What follows belongs to an exercise in optimizing a design on an open flow for small area, a short achievable clock period and few clock cycles; a production flow would make more cautious choices.
Function was checked by simulation only, so behaviour that the tests miss may differ from the original.
Power figures rest on the tool's default switching activity, not on a simulated workload.

### design/flow/standard.sh
#!/bin/bash
# synth_recipe.tcl (not shown) runs the flow's synth.tcl, then flattens the netlist and writes it again
# the make line also repeats each setting of config.mk as NAME=value (left out here)
make -C /OpenROAD-flow-scripts/flow DESIGN_CONFIG=/design/flow/config.mk WORK_HOME=/design/flow/orfs CLKGATE_MAP_FILE= SYNTH_SCRIPT=/design/flow/synth_recipe.tcl "${@:-finish}"
### design/flow/constraint.sdc
create_clock -name core_clock -period 10.5 [get_ports {clk}]
set_input_delay 2.1000 -clock core_clock [delete_from_list [all_inputs] [get_ports {clk}]]
set_output_delay 2.1000 -clock core_clock [all_outputs]
set_load 0.01 [all_outputs]
### design/flow/flow/run.sh
#!/bin/bash
# The standard layout, with the smallest buffer on each input and output port
# (every port still gets its own buffer; the repair steps resize them where
# timing needs it). make's full output goes to standard.log.
set -euo pipefail
bash standard.sh "BUFFER_PORTS_ARGS=-buffer_cell sky130_fd_sc_hd__buf_1" finish > standard.log 2>&1
### design/flow/design.v
package sa_pkg;
  localparam int ROWS = 4;
  localparam int COLS = 4;
  localparam int W_IN  = 8;
  localparam int W_ACC = 24;
  localparam int AXIL_DATA_W = 32;
  localparam int AXIL_ADDR_W = 8;
  localparam logic [AXIL_ADDR_W-1:0] REG_CTRL    = 8'h00;
  localparam logic [AXIL_ADDR_W-1:0] REG_BEATS   = 8'h04;
  localparam logic [AXIL_ADDR_W-1:0] REG_PACKETS = 8'h08;
  localparam logic [1:0] RESP_OKAY = 2'b00;
endpackage
module axil_csr (
  input  logic                           clk,
  input  logic                           rst,
  input  logic [sa_pkg::AXIL_ADDR_W-1:0] awaddr,
  input  logic                           awvalid,
  input  logic [sa_pkg::AXIL_DATA_W-1:0] wdata,
  input  logic [3:0]                     wstrb,
  input  logic                           wvalid,
  input  logic                           bready,
  input  logic [sa_pkg::AXIL_ADDR_W-1:0] araddr,
  input  logic                           arvalid,
  input  logic                           rready,
  input  logic                           beat_acc,
  input  logic                           pkt_done,
  output logic                           awready,
  output logic                           wready,
  output logic [1:0]                     bresp,
  output logic                           bvalid,
  output logic                           arready,
  output logic [sa_pkg::AXIL_DATA_W-1:0] rdata,
  output logic [1:0]                     rresp,
  output logic                           rvalid,
  output logic                           ctrl_enable,
  output logic                           ctrl_clamp
);
  localparam int AXIL_DATA_W = sa_pkg::AXIL_DATA_W;
  localparam int AXIL_ADDR_W = sa_pkg::AXIL_ADDR_W;
  logic                   awready_q;
  logic                   bvalid_q;
  logic                   arready_q;
  logic                   rvalid_q;
  logic [1:0]             rsel_q;    
  logic [AXIL_DATA_W-1:0] beats_q;
  logic [AXIL_DATA_W-1:0] pkts_q;
  logic [1:0]             ctrl_q;    
  logic                   wr_fire;
  logic                   rd_fire;
  assign wr_fire = awready_q & awvalid & wvalid;
  assign rd_fire = arready_q & arvalid;
  always_ff @(posedge clk) begin
    if (rst) begin
      awready_q <= 1'b0;
      bvalid_q  <= 1'b0;
    end else begin
      awready_q <= ~awready_q & ~bvalid_q & awvalid & wvalid;
      if (wr_fire) begin
        bvalid_q <= 1'b1;
      end else if (bready) begin
        bvalid_q <= 1'b0;
      end
    end
  end
  always_ff @(posedge clk) begin
    if (rst) begin
      ctrl_q <= '0;
    end else if (wr_fire && awaddr[AXIL_ADDR_W-1:2] == '0 && wstrb[0]) begin
      ctrl_q <= wdata[1:0];
    end
  end
  always_ff @(posedge clk) begin
    if (rst) begin
      beats_q <= '0;
      pkts_q  <= '0;
    end else begin
      if (beat_acc) begin
        beats_q <= beats_q + 1'b1;
      end
      if (pkt_done) begin
        pkts_q <= pkts_q + 1'b1;
      end
    end
  end
  always_ff @(posedge clk) begin
    if (rst) begin
      arready_q <= 1'b0;
      rvalid_q  <= 1'b0;
    end else begin
      arready_q <= ~arready_q & ~rvalid_q & arvalid;
      if (rd_fire) begin
        rvalid_q <= 1'b1;
      end else if (rready) begin
        rvalid_q <= 1'b0;
      end
    end
  end
  always_ff @(posedge clk) begin
    if (rd_fire) begin
      if (araddr[AXIL_ADDR_W-1:4] != '0) begin
        rsel_q <= 2'd0;
      end else begin
        case (araddr[3:2])
          2'd0:    rsel_q <= 2'd1;
          2'd1:    rsel_q <= 2'd2;
          2'd2:    rsel_q <= 2'd3;
          default: rsel_q <= 2'd0;
        endcase
      end
    end
  end
  always_comb begin
    case (rsel_q)
      2'd1:    rdata = {30'b0, ctrl_q};
      2'd2:    rdata = beats_q;
      2'd3:    rdata = pkts_q;
      default: rdata = '0;
    endcase
  end
  assign awready     = awready_q;
  assign wready      = awready_q;
  assign bresp       = sa_pkg::RESP_OKAY;
  assign bvalid      = bvalid_q;
  assign arready     = arready_q;
  assign rresp       = sa_pkg::RESP_OKAY;
  assign rvalid      = rvalid_q;
  assign ctrl_enable = ctrl_q[0];
  assign ctrl_clamp  = ctrl_q[1];
endmodule
module mac_grid #(
  parameter int ROWS = sa_pkg::ROWS,
  parameter int COLS = sa_pkg::COLS
) (
  input  logic                                         clk,
  input  logic                                         rst,
  input  logic                                         ctrl_enable,
  input  logic [COLS-1:0][sa_pkg::W_IN-1:0]            k_data,
  input  logic                                         k_last,
  input  logic                                         k_valid,
  output logic                                         k_ready,
  input  logic [ROWS-1:0][sa_pkg::W_IN-1:0]            x_data,
  output logic                                         x_ready,
  input  logic [ROWS-1:0][sa_pkg::W_ACC-1:0]           a_data,
  input  logic                                         a_valid,
  output logic                                         a_ready,
  input  logic                                         y_ready,
  output logic                                         y_valid,
  output logic                                         y_last,
  output logic [COLS-1:0]                              out_sel,
  output logic [ROWS-1:0][COLS-1:0][sa_pkg::W_ACC-1:0] bank,
  output logic                                         beat_acc,
  output logic                                         pkt_done
);
  localparam int W_IN  = sa_pkg::W_IN;
  localparam int W_ACC = sa_pkg::W_ACC;
  logic [COLS-1:0]                      d_v;
  logic [COLS-1:0]                      d_first;
  logic [COLS-1:0]                      d_last;
  logic [COLS-1:0][ROWS-1:0][W_IN-1:0]  d_x;
  logic [COLS-1:0][COLS-1:0][W_IN-1:0]  d_k;
  logic [COLS-1:0]                      s_v;
  logic [COLS-1:0]                      s_first;
  logic [COLS-1:0]                      s_last;
  logic [COLS-1:0][ROWS-1:0][W_IN-1:0]  s_x;
  logic [COLS-1:0][COLS-1:0][W_IN-1:0]  s_k;
  logic                                 first_q;
  logic [COLS-1:0]                      done_q;
  logic [COLS-1:0]                      out_oh_q;    
  logic [1:0]                           a_col_q;
  logic [COLS-1:0]                      take;
  logic [COLS-1:0]                      go;
  logic                                 y_fire;
  logic                                 a_fire;
  logic                                 in_fire;
  always_comb begin
    for (int c = 0; c < COLS; c++) begin
      d_v[c]     = s_v[c];
      d_first[c] = s_first[c];
      d_last[c]  = s_last[c];
      d_x[c]     = s_x[c];
      d_k[c]     = s_k[c];
    end
  end
  function automatic logic [COLS+1:0] flow (input logic yr, input logic av,
                                            input logic [COLS-1:0] v,
                                            input logic [COLS-1:0] first,
                                            input logic [COLS-1:0] done,
                                            input logic [COLS-1:0] ocol,
                                            input logic [1:0] acol,
                                            input logic en);
    logic [COLS-1:0] free;
    logic [COLS-1:0] ok;
    logic [COLS-1:0] a_ok;
    logic [COLS:0]   move;
    logic [COLS-1:0] g;
    logic            ar;
    for (int c = 0; c < COLS; c++) begin
      free[c] = ~done[c] | (yr & ocol[c]);
      a_ok[c] = free[c] & (acol == 2'(c));
      ok[c]   = ~first[c] | (a_ok[c] & av);
    end
    move[COLS] = 1'b1;
    for (int c = COLS - 1; c >= 0; c--) begin
      move[c] = ~v[c] | (ok[c] & move[c+1]);
    end
    ar = 1'b0;
    for (int c = 0; c < COLS; c++) begin
      ar = ar | (v[c] & first[c] & a_ok[c] & move[c+1]);
      g[c] = v[c] & ok[c] & move[c+1];
    end
    flow = {en & move[0], ar, g};
  endfunction
  logic [COLS+1:0] f00, f01, f10, f11, f;
  assign f00 = flow(1'b0, 1'b0, d_v, d_first, done_q, out_oh_q, a_col_q, ctrl_enable);
  assign f01 = flow(1'b0, 1'b1, d_v, d_first, done_q, out_oh_q, a_col_q, ctrl_enable);
  assign f10 = flow(1'b1, 1'b0, d_v, d_first, done_q, out_oh_q, a_col_q, ctrl_enable);
  assign f11 = flow(1'b1, 1'b1, d_v, d_first, done_q, out_oh_q, a_col_q, ctrl_enable);
  assign f   = y_ready ? (a_valid ? f11 : f10) : (a_valid ? f01 : f00);
  assign go      = f[COLS-1:0];
  assign a_ready = f[COLS];
  assign k_ready = f[COLS+1];
  assign x_ready = f[COLS+1];
  assign y_valid  = |(done_q & out_oh_q);
  assign y_last   = out_oh_q[COLS-1];
  assign y_fire   = y_valid & y_ready;
  assign a_fire   = a_valid & a_ready;
  assign out_sel  = out_oh_q;
  assign pkt_done = y_fire & y_last;
  assign in_fire  = k_valid & k_ready;
  assign beat_acc = in_fire;
  always_comb begin
    for (int c = 0; c < COLS; c++) begin
      take[c] = y_fire & out_oh_q[c];
    end
  end
  always_ff @(posedge clk) begin
    if (rst) begin
      first_q   <= 1'b1;
      done_q    <= '0;
      out_oh_q  <= COLS'(1);
      a_col_q   <= '0;
    end else begin
      if (in_fire) begin
        first_q <= k_last;
      end
      done_q <= (done_q & ~take) | (go & d_last);
      if (y_fire) begin
        out_oh_q <= {out_oh_q[COLS-2:0], out_oh_q[COLS-1]};
      end
      if (a_fire) begin
        a_col_q <= a_col_q + 1'b1;
      end
    end
  end
  logic [COLS-1:0] s_move;
  always_comb begin
    for (int c = 0; c < COLS; c++) begin
      s_move[c] = ~s_v[c] | go[c];
    end
  end
  always_ff @(posedge clk) begin
    if (rst) begin
      s_v <= '0;
    end else begin
      if (s_move[0]) s_v[0] <= in_fire;
      for (int c = 1; c < COLS; c++) begin
        if (s_move[c]) s_v[c] <= go[c-1];
      end
    end
  end
  always_ff @(posedge clk) begin
    if (s_move[0]) begin
      s_first[0] <= first_q;
      s_last[0]  <= k_last;
      s_x[0]     <= x_data;
      s_k[0]     <= k_data;
    end
    for (int c = 1; c < COLS; c++) begin
      if (s_move[c]) begin
        s_first[c] <= d_first[c-1];
        s_last[c]  <= d_last[c-1];
        s_x[c]     <= d_x[c-1];
        s_k[c]     <= d_k[c-1];
      end
    end
  end
  logic [COLS-1:0][ROWS-1:0][W_ACC-1:0] nxt;
  for (genvar c = 0; c < COLS; c++) begin : g_col
    for (genvar r = 0; r < ROWS; r++) begin : g_row
      mac_unit mac_i (
        .base (d_first[c] ? a_data[r] : bank[r][c]),
        .x    (d_x[c][r]),
        .k    (d_k[c][c]),
        .y    (nxt[c][r])
      );
    end
  end
  always_ff @(posedge clk) begin
    for (int c = 0; c < COLS; c++) begin
      if (go[c]) begin
        for (int r = 0; r < ROWS; r++) begin
          bank[r][c] <= nxt[c][r];
        end
      end
    end
  end
endmodule
module mac_unit (
  input  logic [23:0] base,
  input  logic [7:0]  x,
  input  logic [7:0]  k,
  output logic [23:0] y
);
  logic [8:0] xe; assign xe = {x[7], x};
  logic one0, two0, neg0;
  assign one0 = k[0] ^ 1'b0;
  assign two0 = (k[1] & ~k[0] & ~1'b0) | (~k[1] & k[0] & 1'b0);
  assign neg0 = k[1] & ~(k[0] & 1'b0);
  logic t0_0; assign t0_0 = ((one0 & xe[0]) | (two0 & 1'b0)) ^ neg0;
  logic t0_1; assign t0_1 = ((one0 & xe[1]) | (two0 & xe[0])) ^ neg0;
  logic t0_2; assign t0_2 = ((one0 & xe[2]) | (two0 & xe[1])) ^ neg0;
  logic t0_3; assign t0_3 = ((one0 & xe[3]) | (two0 & xe[2])) ^ neg0;
  logic t0_4; assign t0_4 = ((one0 & xe[4]) | (two0 & xe[3])) ^ neg0;
  logic t0_5; assign t0_5 = ((one0 & xe[5]) | (two0 & xe[4])) ^ neg0;
  logic t0_6; assign t0_6 = ((one0 & xe[6]) | (two0 & xe[5])) ^ neg0;
  logic t0_7; assign t0_7 = ((one0 & xe[7]) | (two0 & xe[6])) ^ neg0;
  logic t0_8; assign t0_8 = ~(((one0 & xe[8]) | (two0 & xe[7])) ^ neg0);
  logic one1, two1, neg1;
  assign one1 = k[2] ^ k[1];
  assign two1 = (k[3] & ~k[2] & ~k[1]) | (~k[3] & k[2] & k[1]);
  assign neg1 = k[3] & ~(k[2] & k[1]);
  logic t1_0; assign t1_0 = ((one1 & xe[0]) | (two1 & 1'b0)) ^ neg1;
  logic t1_1; assign t1_1 = ((one1 & xe[1]) | (two1 & xe[0])) ^ neg1;
  logic t1_2; assign t1_2 = ((one1 & xe[2]) | (two1 & xe[1])) ^ neg1;
  logic t1_3; assign t1_3 = ((one1 & xe[3]) | (two1 & xe[2])) ^ neg1;
  logic t1_4; assign t1_4 = ((one1 & xe[4]) | (two1 & xe[3])) ^ neg1;
  logic t1_5; assign t1_5 = ((one1 & xe[5]) | (two1 & xe[4])) ^ neg1;
  logic t1_6; assign t1_6 = ((one1 & xe[6]) | (two1 & xe[5])) ^ neg1;
  logic t1_7; assign t1_7 = ((one1 & xe[7]) | (two1 & xe[6])) ^ neg1;
  logic t1_8; assign t1_8 = ~(((one1 & xe[8]) | (two1 & xe[7])) ^ neg1);
  logic one2, two2, neg2;
  assign one2 = k[4] ^ k[3];
  assign two2 = (k[5] & ~k[4] & ~k[3]) | (~k[5] & k[4] & k[3]);
  assign neg2 = k[5] & ~(k[4] & k[3]);
  logic t2_0; assign t2_0 = ((one2 & xe[0]) | (two2 & 1'b0)) ^ neg2;
  logic t2_1; assign t2_1 = ((one2 & xe[1]) | (two2 & xe[0])) ^ neg2;
  logic t2_2; assign t2_2 = ((one2 & xe[2]) | (two2 & xe[1])) ^ neg2;
  logic t2_3; assign t2_3 = ((one2 & xe[3]) | (two2 & xe[2])) ^ neg2;
  logic t2_4; assign t2_4 = ((one2 & xe[4]) | (two2 & xe[3])) ^ neg2;
  logic t2_5; assign t2_5 = ((one2 & xe[5]) | (two2 & xe[4])) ^ neg2;
  logic t2_6; assign t2_6 = ((one2 & xe[6]) | (two2 & xe[5])) ^ neg2;
  logic t2_7; assign t2_7 = ((one2 & xe[7]) | (two2 & xe[6])) ^ neg2;
  logic t2_8; assign t2_8 = ~(((one2 & xe[8]) | (two2 & xe[7])) ^ neg2);
  logic one3, two3, neg3;
  assign one3 = k[6] ^ k[5];
  assign two3 = (k[7] & ~k[6] & ~k[5]) | (~k[7] & k[6] & k[5]);
  assign neg3 = k[7] & ~(k[6] & k[5]);
  logic t3_0; assign t3_0 = ((one3 & xe[0]) | (two3 & 1'b0)) ^ neg3;
  logic t3_1; assign t3_1 = ((one3 & xe[1]) | (two3 & xe[0])) ^ neg3;
  logic t3_2; assign t3_2 = ((one3 & xe[2]) | (two3 & xe[1])) ^ neg3;
  logic t3_3; assign t3_3 = ((one3 & xe[3]) | (two3 & xe[2])) ^ neg3;
  logic t3_4; assign t3_4 = ((one3 & xe[4]) | (two3 & xe[3])) ^ neg3;
  logic t3_5; assign t3_5 = ((one3 & xe[5]) | (two3 & xe[4])) ^ neg3;
  logic t3_6; assign t3_6 = ((one3 & xe[6]) | (two3 & xe[5])) ^ neg3;
  logic t3_7; assign t3_7 = ((one3 & xe[7]) | (two3 & xe[6])) ^ neg3;
  logic t3_8; assign t3_8 = ~(((one3 & xe[8]) | (two3 & xe[7])) ^ neg3);
  logic fs1, fc1; assign fs1 = t0_4 ^ t1_2 ^ t2_0; assign fc1 = (t0_4 & t1_2) | (t0_4 & t2_0) | (t1_2 & t2_0);
  logic fs2, fc2; assign fs2 = t0_5 ^ t1_3 ^ t2_1; assign fc2 = (t0_5 & t1_3) | (t0_5 & t2_1) | (t1_3 & t2_1);
  logic fs3, fc3; assign fs3 = t0_6 ^ t1_4 ^ t2_2; assign fc3 = (t0_6 & t1_4) | (t0_6 & t2_2) | (t1_4 & t2_2);
  logic fs4, fc4; assign fs4 = t3_0 ^ neg3 ^ base[6]; assign fc4 = (t3_0 & neg3) | (t3_0 & base[6]) | (neg3 & base[6]);
  logic fs5, fc5; assign fs5 = t0_7 ^ t1_5 ^ t2_3; assign fc5 = (t0_7 & t1_5) | (t0_7 & t2_3) | (t1_5 & t2_3);
  logic hs6, hc6; assign hs6 = t3_1 ^ base[7]; assign hc6 = t3_1 & base[7];
  logic fs7, fc7; assign fs7 = t0_8 ^ t1_6 ^ t2_4; assign fc7 = (t0_8 & t1_6) | (t0_8 & t2_4) | (t1_6 & t2_4);
  logic fs8, fc8; assign fs8 = t3_2 ^ base[8] ^ 1'b1; assign fc8 = (t3_2 & base[8]) | (t3_2 & 1'b1) | (base[8] & 1'b1);
  logic fs9, fc9; assign fs9 = t1_7 ^ t2_5 ^ t3_3; assign fc9 = (t1_7 & t2_5) | (t1_7 & t3_3) | (t2_5 & t3_3);
  logic hs10, hc10; assign hs10 = base[9] ^ 1'b1; assign hc10 = base[9] & 1'b1;
  logic fs11, fc11; assign fs11 = t1_8 ^ t2_6 ^ t3_4; assign fc11 = (t1_8 & t2_6) | (t1_8 & t3_4) | (t2_6 & t3_4);
  logic fs12, fc12; assign fs12 = t2_7 ^ t3_5 ^ base[11]; assign fc12 = (t2_7 & t3_5) | (t2_7 & base[11]) | (t3_5 & base[11]);
  logic fs13, fc13; assign fs13 = t0_2 ^ t1_0 ^ neg1; assign fc13 = (t0_2 & t1_0) | (t0_2 & neg1) | (t1_0 & neg1);
  logic fs14, fc14; assign fs14 = t0_3 ^ t1_1 ^ base[3]; assign fc14 = (t0_3 & t1_1) | (t0_3 & base[3]) | (t1_1 & base[3]);
  logic fs15, fc15; assign fs15 = fs1 ^ neg2 ^ base[4]; assign fc15 = (fs1 & neg2) | (fs1 & base[4]) | (neg2 & base[4]);
  logic fs16, fc16; assign fs16 = fc1 ^ fs2 ^ base[5]; assign fc16 = (fc1 & fs2) | (fc1 & base[5]) | (fs2 & base[5]);
  logic fs17, fc17; assign fs17 = fc2 ^ fs3 ^ fs4; assign fc17 = (fc2 & fs3) | (fc2 & fs4) | (fs3 & fs4);
  logic fs18, fc18; assign fs18 = fc3 ^ fc4 ^ fs5; assign fc18 = (fc3 & fc4) | (fc3 & fs5) | (fc4 & fs5);
  logic fs19, fc19; assign fs19 = fc5 ^ hc6 ^ fs7; assign fc19 = (fc5 & hc6) | (fc5 & fs7) | (hc6 & fs7);
  logic fs20, fc20; assign fs20 = fc7 ^ fc8 ^ fs9; assign fc20 = (fc7 & fc8) | (fc7 & fs9) | (fc8 & fs9);
  logic fs21, fc21; assign fs21 = fc9 ^ hc10 ^ fs11; assign fc21 = (fc9 & hc10) | (fc9 & fs11) | (hc10 & fs11);
  logic fs22, fc22; assign fs22 = fc11 ^ fs12 ^ 1'b1; assign fc22 = (fc11 & fs12) | (fc11 & 1'b1) | (fs12 & 1'b1);
  logic fs23, fc23; assign fs23 = fc12 ^ t2_8 ^ t3_6; assign fc23 = (fc12 & t2_8) | (fc12 & t3_6) | (t2_8 & t3_6);
  logic fs24, fc24; assign fs24 = t3_7 ^ base[13] ^ 1'b1; assign fc24 = (t3_7 & base[13]) | (t3_7 & 1'b1) | (base[13] & 1'b1);
  logic fs25, fc25; assign fs25 = t0_0 ^ neg0 ^ base[0]; assign fc25 = (t0_0 & neg0) | (t0_0 & base[0]) | (neg0 & base[0]);
  logic hs26, hc26; assign hs26 = t0_1 ^ base[1]; assign hc26 = t0_1 & base[1];
  logic hs27, hc27; assign hs27 = fs13 ^ base[2]; assign hc27 = fs13 & base[2];
  logic hs28, hc28; assign hs28 = fc13 ^ fs14; assign hc28 = fc13 & fs14;
  logic hs29, hc29; assign hs29 = fc14 ^ fs15; assign hc29 = fc14 & fs15;
  logic hs30, hc30; assign hs30 = fc15 ^ fs16; assign hc30 = fc15 & fs16;
  logic hs31, hc31; assign hs31 = fc16 ^ fs17; assign hc31 = fc16 & fs17;
  logic fs32, fc32; assign fs32 = fc17 ^ fs18 ^ hs6; assign fc32 = (fc17 & fs18) | (fc17 & hs6) | (fs18 & hs6);
  logic fs33, fc33; assign fs33 = fc18 ^ fs19 ^ fs8; assign fc33 = (fc18 & fs19) | (fc18 & fs8) | (fs19 & fs8);
  logic fs34, fc34; assign fs34 = fc19 ^ fs20 ^ hs10; assign fc34 = (fc19 & fs20) | (fc19 & hs10) | (fs20 & hs10);
  logic fs35, fc35; assign fs35 = fc20 ^ fs21 ^ base[10]; assign fc35 = (fc20 & fs21) | (fc20 & base[10]) | (fs21 & base[10]);
  logic hs36, hc36; assign hs36 = fc21 ^ fs22; assign hc36 = fc21 & fs22;
  logic fs37, fc37; assign fs37 = fc22 ^ fs23 ^ base[12]; assign fc37 = (fc22 & fs23) | (fc22 & base[12]) | (fs23 & base[12]);
  logic hs38, hc38; assign hs38 = fc23 ^ fs24; assign hc38 = fc23 & fs24;
  logic fs39, fc39; assign fs39 = fc24 ^ t3_8 ^ base[14]; assign fc39 = (fc24 & t3_8) | (fc24 & base[14]) | (t3_8 & base[14]);
  logic hs40, hc40; assign hs40 = base[15] ^ 1'b1; assign hc40 = base[15] & 1'b1;
  logic hs41, hc41; assign hs41 = base[16] ^ 1'b1; assign hc41 = base[16] & 1'b1;
  logic hs42, hc42; assign hs42 = base[17] ^ 1'b1; assign hc42 = base[17] & 1'b1;
  logic hs43, hc43; assign hs43 = base[18] ^ 1'b1; assign hc43 = base[18] & 1'b1;
  logic hs44, hc44; assign hs44 = base[19] ^ 1'b1; assign hc44 = base[19] & 1'b1;
  logic hs45, hc45; assign hs45 = base[20] ^ 1'b1; assign hc45 = base[20] & 1'b1;
  logic hs46, hc46; assign hs46 = base[21] ^ 1'b1; assign hc46 = base[21] & 1'b1;
  logic hs47, hc47; assign hs47 = base[22] ^ 1'b1; assign hc47 = base[22] & 1'b1;
  logic hs48, hc48; assign hs48 = base[23] ^ 1'b1; assign hc48 = base[23] & 1'b1;
  logic [23:0] ra, rb, lo;
  assign ra = {hc47, hc46, hc45, hc44, hc43, hc42, hc41, hc40, fc39, hc38, fc37, hc36, fc35, fc34, fc33, fc32, hc31, hc30, hc29, hc28, hc27, hc26, fc25, fs25};
  assign rb = {hs48, hs47, hs46, hs45, hs44, hs43, hs42, hs41, hs40, fs39, hs38, fs37, hs36, fs35, fs34, fs33, fs32, hs31, hs30, hs29, hs28, hs27, hs26, 1'b0};
  logic [23:0] g0, p0;
  assign g0 = ra & rb; assign p0 = ra ^ rb;
  logic pg1; assign pg1 = g0[1] | (p0[1] & g0[0]);
  logic pp1; assign pp1 = p0[1] & p0[0];
  logic pg2; assign pg2 = g0[3] | (p0[3] & g0[2]);
  logic pp2; assign pp2 = p0[3] & p0[2];
  logic pg3; assign pg3 = g0[5] | (p0[5] & g0[4]);
  logic pp3; assign pp3 = p0[5] & p0[4];
  logic pg4; assign pg4 = g0[7] | (p0[7] & g0[6]);
  logic pp4; assign pp4 = p0[7] & p0[6];
  logic pg5; assign pg5 = g0[9] | (p0[9] & g0[8]);
  logic pp5; assign pp5 = p0[9] & p0[8];
  logic pg6; assign pg6 = g0[11] | (p0[11] & g0[10]);
  logic pp6; assign pp6 = p0[11] & p0[10];
  logic pg7; assign pg7 = g0[13] | (p0[13] & g0[12]);
  logic pp7; assign pp7 = p0[13] & p0[12];
  logic pg8; assign pg8 = g0[15] | (p0[15] & g0[14]);
  logic pp8; assign pp8 = p0[15] & p0[14];
  logic pg9; assign pg9 = g0[17] | (p0[17] & g0[16]);
  logic pp9; assign pp9 = p0[17] & p0[16];
  logic pg10; assign pg10 = g0[19] | (p0[19] & g0[18]);
  logic pp10; assign pp10 = p0[19] & p0[18];
  logic pg11; assign pg11 = g0[21] | (p0[21] & g0[20]);
  logic pp11; assign pp11 = p0[21] & p0[20];
  logic pg12; assign pg12 = g0[23] | (p0[23] & g0[22]);
  logic pp12; assign pp12 = p0[23] & p0[22];
  logic pg13; assign pg13 = g0[2] | (p0[2] & pg1);
  logic pp13; assign pp13 = p0[2] & pp1;
  logic pg14; assign pg14 = pg2 | (pp2 & pg1);
  logic pp14; assign pp14 = pp2 & pp1;
  logic pg15; assign pg15 = g0[6] | (p0[6] & pg3);
  logic pp15; assign pp15 = p0[6] & pp3;
  logic pg16; assign pg16 = pg4 | (pp4 & pg3);
  logic pp16; assign pp16 = pp4 & pp3;
  logic pg17; assign pg17 = g0[10] | (p0[10] & pg5);
  logic pp17; assign pp17 = p0[10] & pp5;
  logic pg18; assign pg18 = pg6 | (pp6 & pg5);
  logic pp18; assign pp18 = pp6 & pp5;
  logic pg19; assign pg19 = g0[14] | (p0[14] & pg7);
  logic pp19; assign pp19 = p0[14] & pp7;
  logic pg20; assign pg20 = pg8 | (pp8 & pg7);
  logic pp20; assign pp20 = pp8 & pp7;
  logic pg21; assign pg21 = g0[18] | (p0[18] & pg9);
  logic pp21; assign pp21 = p0[18] & pp9;
  logic pg22; assign pg22 = pg10 | (pp10 & pg9);
  logic pp22; assign pp22 = pp10 & pp9;
  logic pg23; assign pg23 = g0[22] | (p0[22] & pg11);
  logic pp23; assign pp23 = p0[22] & pp11;
  logic pg24; assign pg24 = pg12 | (pp12 & pg11);
  logic pp24; assign pp24 = pp12 & pp11;
  logic pg25; assign pg25 = g0[4] | (p0[4] & pg14);
  logic pp25; assign pp25 = p0[4] & pp14;
  logic pg26; assign pg26 = pg3 | (pp3 & pg14);
  logic pp26; assign pp26 = pp3 & pp14;
  logic pg27; assign pg27 = pg15 | (pp15 & pg14);
  logic pp27; assign pp27 = pp15 & pp14;
  logic pg28; assign pg28 = pg16 | (pp16 & pg14);
  logic pp28; assign pp28 = pp16 & pp14;
  logic pg29; assign pg29 = g0[12] | (p0[12] & pg18);
  logic pp29; assign pp29 = p0[12] & pp18;
  logic pg30; assign pg30 = pg7 | (pp7 & pg18);
  logic pp30; assign pp30 = pp7 & pp18;
  logic pg31; assign pg31 = pg19 | (pp19 & pg18);
  logic pp31; assign pp31 = pp19 & pp18;
  logic pg32; assign pg32 = pg20 | (pp20 & pg18);
  logic pp32; assign pp32 = pp20 & pp18;
  logic pg33; assign pg33 = g0[20] | (p0[20] & pg22);
  logic pp33; assign pp33 = p0[20] & pp22;
  logic pg34; assign pg34 = pg11 | (pp11 & pg22);
  logic pp34; assign pp34 = pp11 & pp22;
  logic pg35; assign pg35 = pg23 | (pp23 & pg22);
  logic pp35; assign pp35 = pp23 & pp22;
  logic pg36; assign pg36 = pg24 | (pp24 & pg22);
  logic pp36; assign pp36 = pp24 & pp22;
  logic pg37; assign pg37 = g0[8] | (p0[8] & pg28);
  logic pp37; assign pp37 = p0[8] & pp28;
  logic pg38; assign pg38 = pg5 | (pp5 & pg28);
  logic pp38; assign pp38 = pp5 & pp28;
  logic pg39; assign pg39 = pg17 | (pp17 & pg28);
  logic pp39; assign pp39 = pp17 & pp28;
  logic pg40; assign pg40 = pg18 | (pp18 & pg28);
  logic pp40; assign pp40 = pp18 & pp28;
  logic pg41; assign pg41 = pg29 | (pp29 & pg28);
  logic pp41; assign pp41 = pp29 & pp28;
  logic pg42; assign pg42 = pg30 | (pp30 & pg28);
  logic pp42; assign pp42 = pp30 & pp28;
  logic pg43; assign pg43 = pg31 | (pp31 & pg28);
  logic pp43; assign pp43 = pp31 & pp28;
  logic pg44; assign pg44 = pg32 | (pp32 & pg28);
  logic pp44; assign pp44 = pp32 & pp28;
  logic pg45; assign pg45 = g0[16] | (p0[16] & pg44);
  logic pp45; assign pp45 = p0[16] & pp44;
  logic pg46; assign pg46 = pg9 | (pp9 & pg44);
  logic pp46; assign pp46 = pp9 & pp44;
  logic pg47; assign pg47 = pg21 | (pp21 & pg44);
  logic pp47; assign pp47 = pp21 & pp44;
  logic pg48; assign pg48 = pg22 | (pp22 & pg44);
  logic pp48; assign pp48 = pp22 & pp44;
  logic pg49; assign pg49 = pg33 | (pp33 & pg44);
  logic pp49; assign pp49 = pp33 & pp44;
  logic pg50; assign pg50 = pg34 | (pp34 & pg44);
  logic pp50; assign pp50 = pp34 & pp44;
  logic pg51; assign pg51 = pg35 | (pp35 & pg44);
  logic pp51; assign pp51 = pp35 & pp44;
  logic pg52; assign pg52 = pg36 | (pp36 & pg44);
  logic pp52; assign pp52 = pp36 & pp44;
  assign lo[0] = p0[0];
  assign lo[1] = p0[1] ^ g0[0];
  assign lo[2] = p0[2] ^ pg1;
  assign lo[3] = p0[3] ^ pg13;
  assign lo[4] = p0[4] ^ pg14;
  assign lo[5] = p0[5] ^ pg25;
  assign lo[6] = p0[6] ^ pg26;
  assign lo[7] = p0[7] ^ pg27;
  assign lo[8] = p0[8] ^ pg28;
  assign lo[9] = p0[9] ^ pg37;
  assign lo[10] = p0[10] ^ pg38;
  assign lo[11] = p0[11] ^ pg39;
  assign lo[12] = p0[12] ^ pg40;
  assign lo[13] = p0[13] ^ pg41;
  assign lo[14] = p0[14] ^ pg42;
  assign lo[15] = p0[15] ^ pg43;
  assign lo[16] = p0[16] ^ pg44;
  assign lo[17] = p0[17] ^ pg45;
  assign lo[18] = p0[18] ^ pg46;
  assign lo[19] = p0[19] ^ pg47;
  assign lo[20] = p0[20] ^ pg48;
  assign lo[21] = p0[21] ^ pg49;
  assign lo[22] = p0[22] ^ pg50;
  assign lo[23] = p0[23] ^ pg51;
  assign y = lo;
endmodule
module column_drain #(
  parameter int ROWS = sa_pkg::ROWS,
  parameter int COLS = sa_pkg::COLS
) (
  input  logic                                         ctrl_clamp,
  input  logic [ROWS-1:0][COLS-1:0][sa_pkg::W_ACC-1:0] bank,
  input  logic [COLS-1:0]                              out_sel,
  output logic [ROWS-1:0][sa_pkg::W_ACC-1:0]           y_data
);
  localparam int W_ACC = sa_pkg::W_ACC;
  logic [ROWS-1:0][COLS-1:0] sel;
  always_comb begin
    for (int r = 0; r < ROWS; r++) begin
      y_data[r] = '0;
      for (int c = 0; c < COLS; c++) begin
        sel[r][c] = out_sel[c] & ~(ctrl_clamp & bank[r][c][W_ACC-1]);
        y_data[r] = y_data[r] | ({W_ACC{sel[r][c]}} & bank[r][c]);
      end
    end
  end
endmodule
module sa_top #(
  parameter int ROWS = sa_pkg::ROWS,
  parameter int COLS = sa_pkg::COLS
) (
  input  logic                               clk,
  input  logic                               rst,
  input  logic [sa_pkg::AXIL_ADDR_W-1:0]     axil_awaddr,
  input  logic                               axil_awvalid,
  output logic                               axil_awready,
  input  logic [sa_pkg::AXIL_DATA_W-1:0]     axil_wdata,
  input  logic [3:0]                         axil_wstrb,
  input  logic                               axil_wvalid,
  output logic                               axil_wready,
  output logic [1:0]                         axil_bresp,
  output logic                               axil_bvalid,
  input  logic                               axil_bready,
  input  logic [sa_pkg::AXIL_ADDR_W-1:0]     axil_araddr,
  input  logic                               axil_arvalid,
  output logic                               axil_arready,
  output logic [sa_pkg::AXIL_DATA_W-1:0]     axil_rdata,
  output logic [1:0]                         axil_rresp,
  output logic                               axil_rvalid,
  input  logic                               axil_rready,
  input  logic [COLS-1:0][sa_pkg::W_IN-1:0]  k_data,
  input  logic                               k_last,
  input  logic                               k_valid,
  output logic                               k_ready,
  input  logic [ROWS-1:0][sa_pkg::W_IN-1:0]  x_data,
  input  logic                               x_last,
  input  logic                               x_valid,
  output logic                               x_ready,
  input  logic [ROWS-1:0][sa_pkg::W_ACC-1:0] a_data,
  input  logic                               a_valid,
  output logic                               a_ready,
  output logic [ROWS-1:0][sa_pkg::W_ACC-1:0] y_data,
  output logic                               y_last,
  output logic                               y_valid,
  input  logic                               y_ready
);
  localparam int W_ACC = sa_pkg::W_ACC;
  logic                                 ctrl_enable;
  logic                                 ctrl_clamp;
  logic                                 beat_acc;
  logic                                 pkt_done;
  logic [ROWS-1:0][COLS-1:0][W_ACC-1:0] bank;
  logic [COLS-1:0]                      out_sel;
  axil_csr csr_i (
    .clk         (clk),
    .rst         (rst),
    .awaddr      (axil_awaddr),
    .awvalid     (axil_awvalid),
    .wdata       (axil_wdata),
    .wstrb       (axil_wstrb),
    .wvalid      (axil_wvalid),
    .bready      (axil_bready),
    .araddr      (axil_araddr),
    .arvalid     (axil_arvalid),
    .rready      (axil_rready),
    .beat_acc    (beat_acc),
    .pkt_done    (pkt_done),
    .awready     (axil_awready),
    .wready      (axil_wready),
    .bresp       (axil_bresp),
    .bvalid      (axil_bvalid),
    .arready     (axil_arready),
    .rdata       (axil_rdata),
    .rresp       (axil_rresp),
    .rvalid      (axil_rvalid),
    .ctrl_enable (ctrl_enable),
    .ctrl_clamp  (ctrl_clamp)
  );
  mac_grid #(
    .ROWS (ROWS),
    .COLS (COLS)
  ) grid_i (
    .clk         (clk),
    .rst         (rst),
    .ctrl_enable (ctrl_enable),
    .k_data      (k_data),
    .k_last      (k_last & x_last),
    .k_valid     (k_valid & x_valid),
    .k_ready     (k_ready),
    .x_data      (x_data),
    .x_ready     (x_ready),
    .a_data      (a_data),
    .a_valid     (a_valid),
    .a_ready     (a_ready),
    .y_ready     (y_ready),
    .y_valid     (y_valid),
    .y_last      (y_last),
    .out_sel     (out_sel),
    .bank        (bank),
    .beat_acc    (beat_acc),
    .pkt_done    (pkt_done)
  );
  column_drain #(
    .ROWS (ROWS),
    .COLS (COLS)
  ) drain_i (
    .ctrl_clamp (ctrl_clamp),
    .bank       (bank),
    .out_sel    (out_sel),
    .y_data     (y_data)
  );
endmodule
### design/flow/config.mk
export PLATFORM = sky130hd
export DESIGN_NAME = sa_top
export DESIGN_NICKNAME = sa_top
export VERILOG_FILES = /design/flow/design.v
export SDC_FILE = /design/flow/constraint.sdc
export NUM_CORES = 4
export LEC_CHECK = 0
export CAP_MARGIN = 20
export CORE_MARGIN = 2
export CORE_UTILIZATION = 55
export CTS_CLUSTER_DIAMETER = 120
export CTS_CLUSTER_SIZE = 24
export PLACE_DENSITY = 0.7
export SETUP_SLACK_MARGIN = 5
export SLEW_MARGIN = 20
export TNS_END_PERCENT = 5
==> flow_summary.yaml, run 1 <==
outcome:
  status: "complete, no violations"
route:
  postRouteAntennaNets: 0
  via_count: 52600
  first_iter_violations: 5187
  finalWirelength_um: 207000
  dr.pass1.iters: 6
  post_drt_wl_per_cell_um: 24.9
  drcViolationCount: 0
  viasPerCell: 6.31
yosys:
  synth-edff-count: 602
  netlist_area_mm2: 0.0666
  postSynthCellCount: 6609
  synth.avg_cell_area_um2: 10.1
  async_flop_share: 0
  synth-warning-count: 3
  synth_cell_types: 69
  ys.flop_type: "edfxtp_1"
  yosysSeqAreaShare: 0.297
  yosys_register_bits: 687
clock_network:
  cts_sinks: 687
  clk_latency_ns: 0.67
  clock-root-buffer: "clkbuf_16"
  clk_path_buf_depth: 3
  clkSlewWorstSetupHoldPaths_ns: 0.10
  cts_buffers: 37
  htreeDepth: 2
  hold_buffers: 0
  cts_tree: "yes"
timing:
  slew_headroom: 0.236
  tightest_slew_ns: 1.14
  rsz0062_at_grt: "yes"
  finalHoldViolCount: 0
  fin_ws_ns: 4.92
  period_minus_slack_ns: 5.58
  clock.fmax_mhz: 179
  finalClockSkew_ns: 0.0243
  final_max_slew_viol_count: 0
  setup_viol: 0
  final.setup.tns_ns: 0
  min_period_over_period: 0.532
run:
  max_cap_viol_count: 0
pwr:
  powerDensity_mw_per_mm2: 216
  ir_worst_vdd_mv: 0.290
  p_leak_uw: 0.0315
critical_path:
  end_kind: "flip-flop"
  arrival_ns: 5.99
  start_kind: "input pin"
  cp.required_ns: 10.91
  cp_max_fo: 4
  path_class: "in -> reg"
floorplanning:
  die_h_um: 352
  pin_count: 367
  die_w_um: 352
  core_mm2: 0.120
  dieArea_mm2: 0.124
  std_cell_rows: 127
  initial_utilization: 0.555
finish:
  final_cell_mix: "695 x inv_1, 602 x edfxtp_1, 556 x ha_1"
  final_common_cell: "inv_1"
  syn2layout_area_growth_pct: 7.74
  fillers: 10100
  postLayoutCoreUtil: 0.598
  drive_gt1_frac: 0.0790
  fin_nets: 7911
global_route:
  grt_max_degree: 94
  grt_usage: 0.323
  grt_pass1_wl_um: 310000
  grt_pass1_vias: 53700
  antenna_found_initial: 23
  overflow: 0
placed_design:
  gp_congestion: 0.945
  post-place-ws_ns: 3.48
  post-dp-hpwl_um: 148000
  portBuffers: 325
hold_path:
  min_path_type: "reg -> reg"
-- area by class of cell --
cell class	count	area, um^2	area share
timing repair buffer	483	3040	0.0424
multi-input combinational	4778	43100	0.600
tap	1612	2020	0.0281
clock inverter	13	138	0.00192
sequential	687	19800	0.276
antenna	11	27.5	0.000384
clock buffer	46	1000	0.0140
inverter	703	2680	0.0373
-- final timing paths --
path	startpoint	slack [ns]	endpoint	cells after the start
setup / recovery	a_data[79]	4.92	grid_i.bank[377]	17
hold / removal	grid_i.s_k[13]	0.41	grid_i.s_k[45]	0
setup reg to reg	grid_i.s_k[43]	4.92	grid_i.bank[143]	18
hold reg to reg	grid_i.s_k[13]	0.41	grid_i.s_k[45]	0
-- sequential cells by signal (all words and copies together), names as in the netlist --
register	flops
grid_i.bank	384
grid_i.s_x	128
grid_i.s_k	80
csr_i.beats_q	32
csr_i.pkts_q	32
grid_i.done_q	4
grid_i.out_oh_q	4
grid_i.s_first	4
grid_i.s_last	4
grid_i.s_v	4
csr_i.ctrl_q	2
csr_i.rsel_q	2
grid_i.a_col_q	2
csr_i.arready_q	1
csr_i.awready_q	1
csr_i.bvalid_q	1
csr_i.rvalid_q	1
grid_i.first_q	1
-- what timing repair did --
item / CTS / global route
setup endpoints to repair: 234 / 81
cloned: 5 / 6
gates resized for setup: 106 / 100
buffers inserted: 18 / 35
pin swaps: 9 / 10
-- Yosys cell counts, types with 39 or more instances --
library cell  count  area (um^2)
ha_1            564         7060
clkbuf_1        322         1210
a21oi_1         189          946
nand2b_1        116          726
nor2_1          160          601
inv_1           699         2620
edfxtp_1        602        18100
o21ai_0         235         1180
or2_2            39          244
xor2_1          355         3110
mux2i_1         358         3580
nand3_1         190          951
mux2_2          123         1390
xnor2_1         391         3420
dfxtp_1          85         1700
nor2b_1          56          350
buf_1            82          308
a21o_1          107          803
fa_1            432         8650
a22oi_1         529         3970
nor3_1           66          330
nand2_1         375         1410
o21bai_1         45          338
-- through the flow --
stage,total power [uW],hold WS [ns],std cells,cell area (um^2)
3_5_place_dp,13200,0.406,8199,69100
5_1_grt,16800,0.433,8332,71800
2_1_floorplan,11000,0.400,6612,66600
4_1_cts,15100,0.420,8281,71000
6_report,15500,0.414,8333,71800
3_3_place_gp,12900,0.405,8199,69100
-- metal layers --
metal,GRT usage,share of wire,wire (um),vias to the layer above
met5,0,0.00029,60,-
met3,0.0551,0.091,18900,658
met2,0.550,0.48,99200,2577
met1,0.384,0.37,75700,25900
met4,0.193,0.065,13400,10
li1,-,-,-,23400
-- where the power goes --
group	internal, uW	switching (uW)
Combinational	4320	5650
Sequential	3710	100
Clock	725	1030
-- logic make-up (layout without fill, tap and decap cells) --
family / count (synthesis) / after routing / share of synthesized area
DFF: 687 / 687 / 0.297
and+or+nand+nor: 1180 / 1180 / 0.0879
adders and majority gates: 996 / 996 / 0.236
muxes: 481 / 481 / 0.0746
xor gates and xnor gates: 746 / 746 / 0.0981
other: 1 / 15 / 0.0000563
buffers and inverters: 1147 / 1245 / 0.0659
AOI/OAI and AO/OA: 1371 / 1371 / 0.141
-- worst max-delay path, cell delays in order --
cell and delay [ns]:
buf_2 0.15, mux2_2 0.28, ha_2 0.19, fa_1 0.50
inv_1 0.05, fa_1 0.49, inv_1 0.06, ha_1 0.28
and4_2 0.27, a221oi_2 0.23, o21ai_1 0.13, a31oi_1 0.25
buf_4 0.19, o21ai_2 0.08, a21o_1 0.19, fa_1 0.37
xor2_1 0.17
Testbench counts, summed over its fixed seeds: cycles 5,239.
==> inputs of run 2 (changes only) <==
--- a/design/flow/design.v
+++ b/design/flow/design.v
@@ -364,46 +364,46 @@
   logic t3_6; assign t3_6 = ((one3 & xe[6]) | (two3 & xe[5])) ^ neg3;
   logic t3_7; assign t3_7 = ((one3 & xe[7]) | (two3 & xe[6])) ^ neg3;
   logic t3_8; assign t3_8 = ~(((one3 & xe[8]) | (two3 & xe[7])) ^ neg3);
-  logic fs1, fc1; assign fs1 = t0_4 ^ t1_2 ^ t2_0; assign fc1 = (t0_4 & t1_2) | (t0_4 & t2_0) | (t1_2 & t2_0);
-  logic fs2, fc2; assign fs2 = t0_5 ^ t1_3 ^ t2_1; assign fc2 = (t0_5 & t1_3) | (t0_5 & t2_1) | (t1_3 & t2_1);
-  logic fs3, fc3; assign fs3 = t0_6 ^ t1_4 ^ t2_2; assign fc3 = (t0_6 & t1_4) | (t0_6 & t2_2) | (t1_4 & t2_2);
-  logic fs4, fc4; assign fs4 = t3_0 ^ neg3 ^ base[6]; assign fc4 = (t3_0 & neg3) | (t3_0 & base[6]) | (neg3 & base[6]);
-  logic fs5, fc5; assign fs5 = t0_7 ^ t1_5 ^ t2_3; assign fc5 = (t0_7 & t1_5) | (t0_7 & t2_3) | (t1_5 & t2_3);
-  logic hs6, hc6; assign hs6 = t3_1 ^ base[7]; assign hc6 = t3_1 & base[7];
-  logic fs7, fc7; assign fs7 = t0_8 ^ t1_6 ^ t2_4; assign fc7 = (t0_8 & t1_6) | (t0_8 & t2_4) | (t1_6 & t2_4);
-  logic fs8, fc8; assign fs8 = t3_2 ^ base[8] ^ 1'b1; assign fc8 = (t3_2 & base[8]) | (t3_2 & 1'b1) | (base[8] & 1'b1);
-  logic fs9, fc9; assign fs9 = t1_7 ^ t2_5 ^ t3_3; assign fc9 = (t1_7 & t2_5) | (t1_7 & t3_3) | (t2_5 & t3_3);
-  logic hs10, hc10; assign hs10 = base[9] ^ 1'b1; assign hc10 = base[9] & 1'b1;
-  logic fs11, fc11; assign fs11 = t1_8 ^ t2_6 ^ t3_4; assign fc11 = (t1_8 & t2_6) | (t1_8 & t3_4) | (t2_6 & t3_4);
-  logic fs12, fc12; assign fs12 = t2_7 ^ t3_5 ^ base[11]; assign fc12 = (t2_7 & t3_5) | (t2_7 & base[11]) | (t3_5 & base[11]);
-  logic fs13, fc13; assign fs13 = t0_2 ^ t1_0 ^ neg1; assign fc13 = (t0_2 & t1_0) | (t0_2 & neg1) | (t1_0 & neg1);
-  logic fs14, fc14; assign fs14 = t0_3 ^ t1_1 ^ base[3]; assign fc14 = (t0_3 & t1_1) | (t0_3 & base[3]) | (t1_1 & base[3]);
-  logic fs15, fc15; assign fs15 = fs1 ^ neg2 ^ base[4]; assign fc15 = (fs1 & neg2) | (fs1 & base[4]) | (neg2 & base[4]);
-  logic fs16, fc16; assign fs16 = fc1 ^ fs2 ^ base[5]; assign fc16 = (fc1 & fs2) | (fc1 & base[5]) | (fs2 & base[5]);
-  logic fs17, fc17; assign fs17 = fc2 ^ fs3 ^ fs4; assign fc17 = (fc2 & fs3) | (fc2 & fs4) | (fs3 & fs4);
-  logic fs18, fc18; assign fs18 = fc3 ^ fc4 ^ fs5; assign fc18 = (fc3 & fc4) | (fc3 & fs5) | (fc4 & fs5);
-  logic fs19, fc19; assign fs19 = fc5 ^ hc6 ^ fs7; assign fc19 = (fc5 & hc6) | (fc5 & fs7) | (hc6 & fs7);
-  logic fs20, fc20; assign fs20 = fc7 ^ fc8 ^ fs9; assign fc20 = (fc7 & fc8) | (fc7 & fs9) | (fc8 & fs9);
-  logic fs21, fc21; assign fs21 = fc9 ^ hc10 ^ fs11; assign fc21 = (fc9 & hc10) | (fc9 & fs11) | (hc10 & fs11);
-  logic fs22, fc22; assign fs22 = fc11 ^ fs12 ^ 1'b1; assign fc22 = (fc11 & fs12) | (fc11 & 1'b1) | (fs12 & 1'b1);
-  logic fs23, fc23; assign fs23 = fc12 ^ t2_8 ^ t3_6; assign fc23 = (fc12 & t2_8) | (fc12 & t3_6) | (t2_8 & t3_6);
-  logic fs24, fc24; assign fs24 = t3_7 ^ base[13] ^ 1'b1; assign fc24 = (t3_7 & base[13]) | (t3_7 & 1'b1) | (base[13] & 1'b1);
-  logic fs25, fc25; assign fs25 = t0_0 ^ neg0 ^ base[0]; assign fc25 = (t0_0 & neg0) | (t0_0 & base[0]) | (neg0 & base[0]);
-  logic hs26, hc26; assign hs26 = t0_1 ^ base[1]; assign hc26 = t0_1 & base[1];
-  logic hs27, hc27; assign hs27 = fs13 ^ base[2]; assign hc27 = fs13 & base[2];
-  logic hs28, hc28; assign hs28 = fc13 ^ fs14; assign hc28 = fc13 & fs14;
-  logic hs29, hc29; assign hs29 = fc14 ^ fs15; assign hc29 = fc14 & fs15;
-  logic hs30, hc30; assign hs30 = fc15 ^ fs16; assign hc30 = fc15 & fs16;
-  logic hs31, hc31; assign hs31 = fc16 ^ fs17; assign hc31 = fc16 & fs17;
-  logic fs32, fc32; assign fs32 = fc17 ^ fs18 ^ hs6; assign fc32 = (fc17 & fs18) | (fc17 & hs6) | (fs18 & hs6);
-  logic fs33, fc33; assign fs33 = fc18 ^ fs19 ^ fs8; assign fc33 = (fc18 & fs19) | (fc18 & fs8) | (fs19 & fs8);
-  logic fs34, fc34; assign fs34 = fc19 ^ fs20 ^ hs10; assign fc34 = (fc19 & fs20) | (fc19 & hs10) | (fs20 & hs10);
-  logic fs35, fc35; assign fs35 = fc20 ^ fs21 ^ base[10]; assign fc35 = (fc20 & fs21) | (fc20 & base[10]) | (fs21 & base[10]);
-  logic hs36, hc36; assign hs36 = fc21 ^ fs22; assign hc36 = fc21 & fs22;
-  logic fs37, fc37; assign fs37 = fc22 ^ fs23 ^ base[12]; assign fc37 = (fc22 & fs23) | (fc22 & base[12]) | (fs23 & base[12]);
-  logic hs38, hc38; assign hs38 = fc23 ^ fs24; assign hc38 = fc23 & fs24;
-  logic fs39, fc39; assign fs39 = fc24 ^ t3_8 ^ base[14]; assign fc39 = (fc24 & t3_8) | (fc24 & base[14]) | (t3_8 & base[14]);
-  logic hs40, hc40; assign hs40 = base[15] ^ 1'b1; assign hc40 = base[15] & 1'b1;
+  logic fs1, fc1; assign fs1 = t0_0 ^ neg0 ^ base[0]; assign fc1 = (t0_0 & neg0) | (t0_0 & base[0]) | (neg0 & base[0]);
+  logic fs2, fc2; assign fs2 = t0_2 ^ t1_0 ^ neg1; assign fc2 = (t0_2 & t1_0) | (t0_2 & neg1) | (t1_0 & neg1);
+  logic fs3, fc3; assign fs3 = t0_3 ^ t1_1 ^ base[3]; assign fc3 = (t0_3 & t1_1) | (t0_3 & base[3]) | (t1_1 & base[3]);
+  logic fs4, fc4; assign fs4 = t0_4 ^ t1_2 ^ t2_0; assign fc4 = (t0_4 & t1_2) | (t0_4 & t2_0) | (t1_2 & t2_0);
+  logic fs5, fc5; assign fs5 = t0_5 ^ t1_3 ^ t2_1; assign fc5 = (t0_5 & t1_3) | (t0_5 & t2_1) | (t1_3 & t2_1);
+  logic fs6, fc6; assign fs6 = t0_6 ^ t1_4 ^ t2_2; assign fc6 = (t0_6 & t1_4) | (t0_6 & t2_2) | (t1_4 & t2_2);
+  logic fs7, fc7; assign fs7 = t3_0 ^ neg3 ^ base[6]; assign fc7 = (t3_0 & neg3) | (t3_0 & base[6]) | (neg3 & base[6]);
+  logic fs8, fc8; assign fs8 = t0_7 ^ t1_5 ^ t2_3; assign fc8 = (t0_7 & t1_5) | (t0_7 & t2_3) | (t1_5 & t2_3);
+  logic fs9, fc9; assign fs9 = t0_8 ^ t1_6 ^ t2_4; assign fc9 = (t0_8 & t1_6) | (t0_8 & t2_4) | (t1_6 & t2_4);
+  logic fs10, fc10; assign fs10 = t3_2 ^ base[8] ^ 1'b1; assign fc10 = (t3_2 & base[8]) | (t3_2 & 1'b1) | (base[8] & 1'b1);
+  logic fs11, fc11; assign fs11 = t1_7 ^ t2_5 ^ t3_3; assign fc11 = (t1_7 & t2_5) | (t1_7 & t3_3) | (t2_5 & t3_3);
+  logic fs12, fc12; assign fs12 = t1_8 ^ t2_6 ^ t3_4; assign fc12 = (t1_8 & t2_6) | (t1_8 & t3_4) | (t2_6 & t3_4);
+  logic fs13, fc13; assign fs13 = t2_7 ^ t3_5 ^ base[11]; assign fc13 = (t2_7 & t3_5) | (t2_7 & base[11]) | (t3_5 & base[11]);
+  logic fs14, fc14; assign fs14 = t2_8 ^ t3_6 ^ base[12]; assign fc14 = (t2_8 & t3_6) | (t2_8 & base[12]) | (t3_6 & base[12]);
+  logic fs15, fc15; assign fs15 = t3_7 ^ base[13] ^ 1'b1; assign fc15 = (t3_7 & base[13]) | (t3_7 & 1'b1) | (base[13] & 1'b1);
+  logic fs16, fc16; assign fs16 = t0_1 ^ base[1] ^ fc1; assign fc16 = (t0_1 & base[1]) | (t0_1 & fc1) | (base[1] & fc1);
+  logic fs17, fc17; assign fs17 = neg2 ^ base[4] ^ fc3; assign fc17 = (neg2 & base[4]) | (neg2 & fc3) | (base[4] & fc3);
+  logic fs18, fc18; assign fs18 = base[5] ^ fc4 ^ fs5; assign fc18 = (base[5] & fc4) | (base[5] & fs5) | (fc4 & fs5);
+  logic fs19, fc19; assign fs19 = fc5 ^ fs6 ^ fs7; assign fc19 = (fc5 & fs6) | (fc5 & fs7) | (fs6 & fs7);
+  logic fs20, fc20; assign fs20 = t3_1 ^ base[7] ^ fc6; assign fc20 = (t3_1 & base[7]) | (t3_1 & fc6) | (base[7] & fc6);
+  logic fs21, fc21; assign fs21 = fc8 ^ fs9 ^ fs10; assign fc21 = (fc8 & fs9) | (fc8 & fs10) | (fs9 & fs10);
+  logic fs22, fc22; assign fs22 = base[9] ^ 1'b1 ^ fc9; assign fc22 = (base[9] & 1'b1) | (base[9] & fc9) | (1'b1 & fc9);
+  logic fs23, fc23; assign fs23 = base[10] ^ fc11 ^ fs12; assign fc23 = (base[10] & fc11) | (base[10] & fs12) | (fc11 & fs12);
+  logic fs24, fc24; assign fs24 = 1'b1 ^ fc12 ^ fs13; assign fc24 = (1'b1 & fc12) | (1'b1 & fs13) | (fc12 & fs13);
+  logic fs25, fc25; assign fs25 = t3_8 ^ base[14] ^ fc15; assign fc25 = (t3_8 & base[14]) | (t3_8 & fc15) | (base[14] & fc15);
+  logic fs26, fc26; assign fs26 = base[2] ^ fs2 ^ fc16; assign fc26 = (base[2] & fs2) | (base[2] & fc16) | (fs2 & fc16);
+  logic fs27, fc27; assign fs27 = fc7 ^ fs8 ^ fc19; assign fc27 = (fc7 & fs8) | (fc7 & fc19) | (fs8 & fc19);
+  logic fs28, fc28; assign fs28 = fc10 ^ fs11 ^ fc21; assign fc28 = (fc10 & fs11) | (fc10 & fc21) | (fs11 & fc21);
+  logic fs29, fc29; assign fs29 = fc13 ^ fs14 ^ fc24; assign fc29 = (fc13 & fs14) | (fc13 & fc24) | (fs14 & fc24);
+  logic fs30, fc30; assign fs30 = base[15] ^ 1'b1 ^ fc25; assign fc30 = (base[15] & 1'b1) | (base[15] & fc25) | (1'b1 & fc25);
+  logic hs31, hc31; assign hs31 = fc2 ^ fs3; assign hc31 = fc2 & fs3;
+  logic hs32, hc32; assign hs32 = fs4 ^ fs17; assign hc32 = fs4 & fs17;
+  logic hs33, hc33; assign hs33 = fc17 ^ fs18; assign hc33 = fc17 & fs18;
+  logic hs34, hc34; assign hs34 = fc18 ^ fs19; assign hc34 = fc18 & fs19;
+  logic hs35, hc35; assign hs35 = fs20 ^ fs27; assign hc35 = fs20 & fs27;
+  logic fs36, fc36; assign fs36 = fc20 ^ fs21 ^ fc27; assign fc36 = (fc20 & fs21) | (fc20 & fc27) | (fs21 & fc27);
+  logic hs37, hc37; assign hs37 = fs22 ^ fs28; assign hc37 = fs22 & fs28;
+  logic fs38, fc38; assign fs38 = fc22 ^ fs23 ^ fc28; assign fc38 = (fc22 & fs23) | (fc22 & fc28) | (fs23 & fc28);
+  logic hs39, hc39; assign hs39 = fc23 ^ fs24; assign hc39 = fc23 & fs24;
+  logic hs40, hc40; assign hs40 = fc14 ^ fs15; assign hc40 = fc14 & fs15;
   logic hs41, hc41; assign hs41 = base[16] ^ 1'b1; assign hc41 = base[16] & 1'b1;
   logic hs42, hc42; assign hs42 = base[17] ^ 1'b1; assign hc42 = base[17] & 1'b1;
   logic hs43, hc43; assign hs43 = base[18] ^ 1'b1; assign hc43 = base[18] & 1'b1;
@@ -413,8 +413,8 @@
   logic hs47, hc47; assign hs47 = base[22] ^ 1'b1; assign hc47 = base[22] & 1'b1;
   logic hs48, hc48; assign hs48 = base[23] ^ 1'b1; assign hc48 = base[23] & 1'b1;
   logic [23:0] ra, rb, lo;
-  assign ra = {hc47, hc46, hc45, hc44, hc43, hc42, hc41, hc40, fc39, hc38, fc37, hc36, fc35, fc34, fc33, fc32, hc31, hc30, hc29, hc28, hc27, hc26, fc25, fs25};
-  assign rb = {hs48, hs47, hs46, hs45, hs44, hs43, hs42, hs41, hs40, fs39, hs38, fs37, hs36, fs35, fs34, fs33, fs32, hs31, hs30, hs29, hs28, hs27, hs26, 1'b0};
+  assign ra = {hc47, hc46, hc45, hc44, hc43, hc42, hc41, hs41, fs30, hc40, hs40, hc39, fc38, hc37, fc36, hc35, hc34, hc33, hc32, hc31, hs31, fs26, fs16, fs1};
+  assign rb = {hs48, hs47, hs46, hs45, hs44, hs43, hs42, fc30, 1'b0, fs25, fc29, fs29, hs39, fs38, hs37, fs36, hs35, hs34, hs33, hs32, fc26, 1'b0, 1'b0, 1'b0};
   logic [23:0] g0, p0;
   assign g0 = ra & rb; assign p0 = ra ^ rb;
   logic pg1; assign pg1 = g0[1] | (p0[1] & g0[0]);
--- a/design/flow/config.mk
+++ b/design/flow/config.mk
@@ -7,10 +7,10 @@
 export LEC_CHECK = 0
 export CAP_MARGIN = 20
 export CORE_MARGIN = 2
-export CORE_UTILIZATION = 55
-export CTS_CLUSTER_DIAMETER = 120
+export CORE_UTILIZATION = 40
+export CTS_CLUSTER_DIAMETER = 140
 export CTS_CLUSTER_SIZE = 24
-export PLACE_DENSITY = 0.7
+export PLACE_DENSITY = 0.6
 export SETUP_SLACK_MARGIN = 5
 export SLEW_MARGIN = 20
 export TNS_END_PERCENT = 5
==> run 2 against run 1 <==
Net effect:
- highest routed layer unchanged
- synthesized area fell by 2.7%
- wire length up 7.7%
- clock skew is 0.045 ns higher
- largest cell class unchanged
==> flow_summary.yaml, run 2 <==
yosys:
  post-synth-top-count-cell: "inv_1"
  synth_cell_types: 74
  netlist_area_mm2: 0.0648
  synth_common_cells: "748 x inv_1, 602 x edfxtp_1, 534 x a22oi_1"
  synth-warning-count: 3
  synth_area_leader_cell: "edfxtp_1"
  synth.avg_cell_area_um2: 10.2
  synth.area.top_cells: "edfxtp_1 28%, fa_1 13%, ha_1 10%"
  yosys_register_bits: 687
  yosysSeqAreaShare: 0.305
  yosysTopAreaCellShare: 0.279
  postSynthCellCount: 6364
  synth-edff-count: 602
  async_flop_share: 0
  ys.flop_type: "edfxtp_1"
finish:
  top_regs: "grid_i.bank: 384 flops, grid_i.s_x: 128 flops, grid_i.s_k: 80 flops"
  fillers: 15100
  regMostFlops: "grid_i.bank"
  syn2layout_area_growth_pct: 12.2
  multi_input_area_mm2: 0.0421
  postLayoutCoreUtil: 0.453
  register_area_mm2: 0.0198
  fin_nets: 7726
  largest_register_ffs: 384
  final_cell_mix: "743 x inv_1, 602 x edfxtp_1, 510 x a22oi_1"
  drive_gt1_frac: 0.0978
  final_common_cell: "inv_1"
clock_network:
  cts_tree: "yes"
  clkSlewWorstSetupHoldPaths_ns: 0.10
  clock-root-buffer: "clkbuf_16"
  cts_buffers: 36
  clk_path_buf_depth: 3
  hold_buffers: 0
  clk_latency_ns: 0.69
  htreeDepth: 2
  cts_sinks: 687
global_route:
  antenna_found_initial: 30
  grt_pass1_wl_um: 321000
  grt_usage: 0.260
  overflow: 0
  grt_pass1_vias: 50400
  grt_max_degree: 85
floorplanning:
  dieArea_mm2: 0.165
  std_cell_rows: 147
  die_h_um: 407
  initial_utilization: 0.403
  core_mm2: 0.161
  pin_count: 367
  die_w_um: 407
hold_path:
  min_path_type: "reg -> reg"
placed_design:
  gp_congestion: 0.911
  portBuffers: 325
  post-dp-hpwl_um: 157000
run:
  max_cap_viol_count: 0
pwr:
  power_frac_clock: 0.113
  p_leak_uw: 0.0317
  seqPwrFrac: 0.245
  p_sw_uw: 6530
  netSwitchingFraction: 0.423
  power_uw: 15400
  pwr-share-comb: 0.642
  powerDensity_mw_per_mm2: 212
  p_int_uw: 8900
  ir_worst_vdd_mv: 0.135
outcome:
  status: "complete, no violations"
critical_path:
  end_kind: "flip-flop"
  start_kind: "flip-flop"
  cp.required_ns: 10.92
  arrival_ns: 6.02
  path_class: "reg -> reg"
  cp_cell_sequence: "buf_12, buf_16, nand3b_1, o21ai_4, buf_12, a22oi_2, xor2_1, fa_1, fa_2, fa_2, fa_1, inv_2, ha_4, or3_4, o311ai_4, a21bo_2, a21oi_2, or3_4, a21o_1, xor2_1"
  cp_max_fo: 7
  cpPeakStageDelay_ns: 0.52
  critPathSlowestCell: "fa_1"
  path_buf_inv: 4
  cp_top_family: "adder cells"
timing:
  final_max_slew_viol_count: 0
  finalHoldViolCount: 0
  rsz0062_at_grt: "yes"
  setup_viol: 0
  min_period_over_period: 0.533
  period_minus_slack_ns: 5.60
  final.setup.tns_ns: 0
  tightest_slew_ns: 1.10
  clock.fmax_mhz: 179
  finalClockSkew_ns: 0.0695
  slew_headroom: 0.257
route:
  first_iter_violations: 5058
  finalWirelength_um: 223000
  viasPerCell: 5.73
  dr.pass1.iters: 6
  via_count: 50000
  post_drt_wl_per_cell_um: 25.6
  drcViolationCount: 0
  postRouteAntennaNets: 0
[run 2: final cells by class]
class | instances | area share
inverters | 752 | 0.0392
repair buffers | 559 | 0.0573
diodes | 13 | 0.000447
clock inverters | 8 | 0.00115
well taps | 2160 | 0.0371
multi-input cells | 4501 | 0.579
clock buffers | 46 | 0.0138
flip-flops and latches | 687 | 0.272
[run 2: cell families after synthesis]
| family | after synthesis | share of synthesized area |
|---|---|---|
| other | 1 | 0.0000578 |
| flip-flops | 687 | 0.305 |
| adder cells (fa/ha/maj) | 964 | 0.236 |
| AND/OR/NAND/NOR | 953 | 0.0732 |
| AO/OA/AOI/OAI | 1297 | 0.134 |
| XOR/XNOR | 841 | 0.114 |
| buffers and inverters | 1180 | 0.0689 |
| multiplexers | 441 | 0.0694 |
[run 2: stage by stage]
step / area, um^2 / hold slack, ns / worst slack (ns) / cells
finish: 72700 / 0.389 / 4.90 / 8726
floorplan: 65000 / 0.400 / 4.77 / 6367
detailed placement: 68200 / 0.405 / 3.23 / 8525
global placement: 68200 / 0.404 / 3.27 / 8525
global route: 72700 / 0.416 / 4.78 / 8720
CTS: 71300 / 0.411 / 4.94 / 8644
[run 2: final timing paths]
| check | startpoint | endpoint | slack [ns] | depth (start not counted) |
|---|---|---|---|---|
| setup / recovery | grid_i.s_k[41] | grid_i.bank[238] | 4.90 | 20 |
| hold / removal | grid_i.s_k[61] | grid_i.s_k[93] | 0.39 | 0 |
| setup reg to reg | grid_i.s_k[41] | grid_i.bank[238] | 4.90 | 20 |
| hold reg to reg | grid_i.s_k[61] | grid_i.s_k[93] | 0.39 | 0 |
[run 2: routing by layer]
layer	track usage	vias up	wire [um]	part of all wire
met5	0	-	64	0.00029
met4	0.0955	12	9960	0.045
met3	0.0525	467	23200	0.10
met2	0.416	2257	99700	0.45
met1	0.347	24900	90300	0.40
li1	-	22400	-	-
[run 2: power by group through the flow]
| stage | registers, uW | clock network [uW] | logic, uW |
|---|---|---|---|
| 2_1_floorplan | 3750 | 0 | 6770 |
| 3_3_place_gp | 3830 | 0 | 8300 |
| 3_5_place_dp | 3830 | 0 | 8600 |
| 4_1_cts | 3770 | 1780 | 9340 |
| 5_1_grt | 3780 | 1850 | 11100 |
| 6_report | 3780 | 1740 | 9910 |
[run 2: what timing repair did]
action                                  4_1_cts  5_1_grt
hold endpoints to repair                      0        0
setup buffers                                53       59
gates cloned                                 12       10
endpoints found under the setup margin      199      128
gates resized for setup                     256      126
pin swaps                                    74      120
Testbench counts of run 2, summed over its fixed seeds: cycles 5,239.

[static timing again, ports no longer ideal]
How much do the figures lean on ideal ports? The routed layouts below were timed once more, with nothing changed but the port constraints.
Step 1 (the two cells are an assumption about what drives the block):
set clk [get_ports {clk}]
set_driving_cell -lib_cell sky130_fd_sc_hd__clkbuf_16 $clk
set_driving_cell -lib_cell sky130_fd_sc_hd__buf_2 [delete_from_list [all_inputs] $clk]
Step 2, shift: input delay + t, output delay - t, t = (earliest + latest rising clock arrival at the registers) / 2. This alone moves slack from input paths to output paths.
Slacks: ideal / step 1 / step 2; pairs: ideal / step 1.
| run | t (ns) | slack for setup (ns) | hold slack, ns | clock arrival spread, ns |
|---|---|---|---|---|
| run 1 | 0.734 | 4.919 / 4.922 / 4.243 | 0.414 / 0.414 / 0.414 | 0.025 / 0.026 |
| run 2 | 0.741 | 4.901 / 4.823 / 4.082 | 0.389 / 0.389 / 0.389 | 0.072 / 0.072 |
After both steps every run listed still meets setup and hold. The setup slack of run 2, which loses most, moves by -0.078 ns with the drivers and by -0.819 ns with both steps.
